This design comes from an exercise in tuning for small area, a short achievable clock period and few clock cycles per item on the open sky130 flow, not from production work. Power and IR drop assume default switching activity.

==> flow/design.v <==
`timescale 1ns/1ps
module kmeans_top #(
    parameter int num_pixels = 100,
    parameter int iterations = 3
) (
    input  logic                clk,
    input  logic                reset,
    input  logic                start,
    output logic [16-1:0]   pixel_addr,
    input  logic signed [16-1:0] a_data,
    input  logic                cluster_id_rdata,
    input  logic                rgb_dark,
    output logic                cluster_id_we,
    output logic                cluster_id_wdata,
    output logic                lab_clear,
    output logic                done_kmeans,
    output logic                done_cluster
);
    localparam int SW = 16;    
    localparam int AW = 7;               
    localparam int QW = 16;              
    localparam int RW = 7;               
    localparam int TW = RW + QW;         
    localparam logic [1:0] M_IDLE = 2'd0;
    localparam logic [1:0] M_RD   = 2'd1;    
    localparam logic [1:0] M_DV   = 2'd2;    
    localparam logic [1:0] M_IL   = 2'd3;    
    localparam logic [AW-1:0] LAST   = AW'(num_pixels - 1);
    localparam logic [AW-1:0] DV_JMP = AW'(128 - QW - 6);
    localparam logic [QW-1:0] C0U = QW'(0 + 32768);
    localparam logic [QW-1:0] C1U = QW'(5 + 32768);
    logic [1:0]    mode;
    logic          pass2;
    logic [AW-1:0] addr;
    logic          ph;       
    logic          ilf;      
    logic          dv, dvf;  
    logic          lv, lvf;  
    logic [SW-1:0] u_q;
    logic          lab_q, labn_q, sn_q, id_q, dark_q;
    logic [QW-1:0] lo0, lo1;
    logic [RW-1:0] hi0, hi1;
    logic          c0, c1;
    logic [TW-1:0] acc0, acc1;
    assign acc0 = {hi0 + RW'(c0), lo0};
    assign acc1 = {hi1 + RW'(c1), lo1};
    logic [AW-1:0] n0, n1;
    logic [QW-1:0] h;
    logic          fin_q;    
    logic          divstep;  
    logic          we_q, wd_q, lc_q, dk_q, dc_q;
    assign pixel_addr       = {{(16-AW){1'b0}}, addr};
    assign cluster_id_we    = we_q;
    assign cluster_id_wdata = wd_q;
    assign lab_clear        = lc_q;
    assign done_kmeans      = dk_q;
    assign done_cluster     = dc_q;
    logic [SW-1:0] u_in;
    logic          sel;
    assign u_in = {~a_data[SW-1], a_data[SW-2:0]};
    assign sel  = (n1 > n0);
    logic idle;
    assign idle    = (mode == M_IDLE);
    function automatic logic [TW-1:0] dstep(
        input logic [TW-1:0] s,
        input logic [AW-1:0] den
    );
        logic [RW:0]   r2;
        logic [RW+1:0] t;
        r2 = s[TW-1:QW-1];
        t  = {1'b0, r2} - {2'b00, den};
        if (!t[RW+1])
            dstep = {t[RW-1:0], s[QW-2:0], 1'b1};
        else
            dstep = {r2[RW-1:0], s[QW-2:0], 1'b0};
    endfunction
    logic [TW-1:0] ds0, ds1;
    assign ds0 = dstep({hi0, lo0}, n0);
    assign ds1 = dstep({hi1, lo1}, n1);
    logic k0, k1, kq0;
    logic e0q, e1q;      
    assign k0 = !e0q && !lo0[QW-1] && (|hi0);
    assign k1 = !e1q && !lo1[QW-1] && (|hi1);
    logic [QW:0] acc_sum0, acc_sum1;
    assign acc_sum0 = {1'b0, lo0} + {1'b0, u_q};
    assign acc_sum1 = {1'b0, lo1} + {1'b0, u_q};
    logic upd1, upd2, upd3;
    assign upd1 = (mode == M_DV) && (addr == 7'd125);
    assign upd2 = (mode == M_DV) && (addr == 7'd126);
    assign upd3 = (mode == M_DV) && (&addr);
    always_ff @(posedge clk)
    begin
        if (upd1)
            u_q <= QW'(k1);
        else if (upd2)
            u_q <= QW'(kq0);
        else if (upd3)
            u_q <= e1q ? C1U : lo1;
        else
            u_q <= u_in;
        lab_q  <= (u_in > h);
        labn_q <= !(u_in > h);
        sn_q   <= (a_data < (-10));
        id_q   <= cluster_id_rdata;
        dark_q <= rgb_dark;
    end
    always_ff @(posedge clk)
    begin
        if (idle || fin_q)
        begin
            {hi0, c0, lo0} <= '0;
            {hi1, c1, lo1} <= '0;
            n0   <= '0;
            n1   <= '0;
        end
        else if (divstep)
        begin
            {hi0, lo0} <= ds0;
            {hi1, lo1} <= ds1;
            c0 <= 1'b0;
            c1 <= 1'b0;
        end
        else
        begin
            hi0 <= acc0[TW-1:QW];
            hi1 <= acc1[TW-1:QW];
            c0  <= 1'b0;
            c1  <= 1'b0;
        end
        if (lv && !lvf)
        begin
            if (lab_q)
                {c1, lo1} <= acc_sum1;
            else
                {c0, lo0} <= acc_sum0;
            if (mode != M_IL || sn_q)
            begin
                if (labn_q)
                    n0 <= n0 + 1'b1;
                else
                    n1 <= n1 + 1'b1;
            end
        end
        if (divstep)
        begin
            e0q <= (n0 == '0);
            e1q <= (n1 == '0);
        end
        if (upd1)
            kq0 <= k0;
        if (upd2)
            lo1 <= acc_sum1[QW-1:0];
        if (upd3)
            lo0 <= e0q ? C0U : acc_sum0[QW-1:0];
        if (idle)
            h <= QW'(({1'b0, C0U} + {1'b0, C1U}) >> 1);
        else if (fin_q)
            h <= acc_sum0[QW:1];
    end
    always_ff @(posedge clk)
    begin
        if (reset)
        begin
            mode  <= M_IDLE;
            pass2 <= 1'b0;
            addr  <= '0;
            ph    <= 1'b0;
            ilf   <= 1'b0;
            dv    <= 1'b0;
            dvf   <= 1'b0;
            lv    <= 1'b0;
            lvf   <= 1'b0;
            fin_q <= 1'b0;
            divstep <= 1'b0;
            we_q  <= 1'b0;
            wd_q  <= 1'b0;
            lc_q  <= 1'b0;
            dk_q  <= 1'b0;
            dc_q  <= 1'b0;
        end
        else
        begin
            lv    <= dv;
            lvf   <= dvf;
            dv    <= 1'b0;
            dvf   <= 1'b0;
            fin_q <= upd3;
            divstep <= 1'b0;
            we_q  <= 1'b0;
            lc_q  <= 1'b0;
            case (mode)
                M_IDLE:
                    if (start)
                    begin
                        dv    <= 1'b1;
                        addr  <= addr + 1'b1;
                        mode  <= M_RD;
                        pass2 <= 1'b0;
                        dk_q  <= 1'b0;
                        dc_q  <= 1'b0;
                    end
                M_RD:
                begin
                    dv <= 1'b1;
                    if (addr == LAST)
                    begin
                        addr <= DV_JMP;
                        mode <= M_DV;
                    end
                    else
                        addr <= addr + 1'b1;
                end
                M_DV:
                begin
                    addr    <= addr + 1'b1;
                    divstep <= (addr >= DV_JMP + 2'd2) && (addr <= 7'd123);
                    if (&addr)
                    begin
                        pass2 <= 1'b1;
                        ph    <= 1'b0;
                        ilf   <= 1'b0;
                        mode  <= pass2 ? M_IL : M_RD;
                    end
                end
                default:  
                begin
                    ph <= ~ph;
                    if (!ph)
                    begin
                        dv   <= (addr <= LAST);
                        dvf  <= ilf;
                        addr <= (addr == '0) ? LAST : addr - 1'b1;
                        if (lv)
                        begin
                            we_q <= 1'b1;
                            if (lvf)
                            begin
                                wd_q <= ~(id_q ^ sel);
                                lc_q <= (id_q ^ sel) | dark_q;
                                dk_q <= 1'b1;
                            end
                            else
                                wd_q <= !labn_q;
                        end
                    end
                    else
                    begin
                        if (addr == LAST)
                        begin
                            if (dk_q)
                            begin
                                addr <= '0;
                                dc_q <= 1'b1;
                                mode <= M_IDLE;
                            end
                            else
                                addr <= AW'(1);
                        end
                        else if (!ilf && addr == LAST - 1'b1)
                        begin
                            addr <= '0;
                            ilf  <= 1'b1;
                        end
                        else
                            addr <= addr + 2'd2;
                    end
                end
            endcase
        end
    end
endmodule
export LEC_CHECK = 0
export ABC_AREA = 1
export CAP_MARGIN = 20
export CORE_MARGIN = 2
export CORE_UTILIZATION = 40
export CTS_BUF_LIST = sky130_fd_sc_hd__clkbuf_8
export SETUP_SLACK_MARGIN = 3.45
export SLEW_MARGIN = 20
create_clock -name core_clock -period 5.5 [get_ports {clk}]
standard.sh (not shown) runs the stock make flow with config.mk's settings and CLKGATE_MAP_FILE= SYNTH_SCRIPT=/design/flow/synth_recipe.tcl, a recipe that flattens the netlist after the stock synthesis.
==> flow/flow/run.sh <==
#!/bin/bash
set -euo pipefail
bash standard.sh finish "BUFFER_PORTS_ARGS=-buffer_cell sky130_fd_sc_hd__buf_4" \
    > standard_flow.log 2>&1
Next try:
--- a/flow/config.mk
+++ b/flow/config.mk
@@ -13 +13 @@
-export SETUP_SLACK_MARGIN = 3.45
+export SETUP_SLACK_MARGIN = 3.3
Routed wire length shrinks by 2.9%.
Critical path depth stays the same.
Sequential share of layout area grows by 0.49 points.
Setup slack gets worse by 0.092 ns.
Sequential power barely changes.
Clock-buffer cell count shrinks by 5.
Global-route usage is about the same.
First-iteration DRC count grows by 25%.
Next try:
--- a/flow/config.mk
+++ b/flow/config.mk
@@ -13 +13 @@
-export SETUP_SLACK_MARGIN = 3.3
+export SETUP_SLACK_MARGIN = 3.4
Result:
- The changed run completed without violations
- worst hold slack hardly moves
- wire length goes up by 3.3%
- clock skew barely changes
- design area rises by 1.8%
- area after synthesis stays the same
- worst setup slack gains 0.086 ns
No run of this note included a check of the RTL's function; only the layout flow was run.

[port drivers added, routing unchanged]
The results above use ideal ports. As a check the final layouts listed here were re-extracted and re-timed, cells and wires unchanged. Step 1: set_driving_cell puts a clkbuf_16 on clk and a buf_2 on each other input, an assumption about the parent block. Step 2 times the ports against the registers' clock, not the clock port: input delays grow and output delays shrink by t, the midpoint of the rising clock arrivals with the driver on. a / b / c = ideal / step 1 / step 2; a / b = the first two.
| run | shift t [ns] | setup WS [ns] | worst setup path after step 2 | clock arrival spread, ns | worst slew at a driven data input, ns |
|---|---|---|---|---|---|
| the first run | 0.499 | 3.440 / 3.395 / 3.054 | input to register | 0.014 / 0.014 | 0.04 |
| the second run | 0.498 | 3.347 / 3.310 / 3.119 | input to register | 0.010 / 0.010 | 0.04 |
| the third run | 0.492 | 3.433 / 3.396 / 3.165 | input to register | 0.013 / 0.014 | 0.04 |
After both steps every run listed still meets setup and hold. For the first run, which loses most, drivers alone change the setup slack by -0.045 ns; drivers and shift together by -0.386 ns.
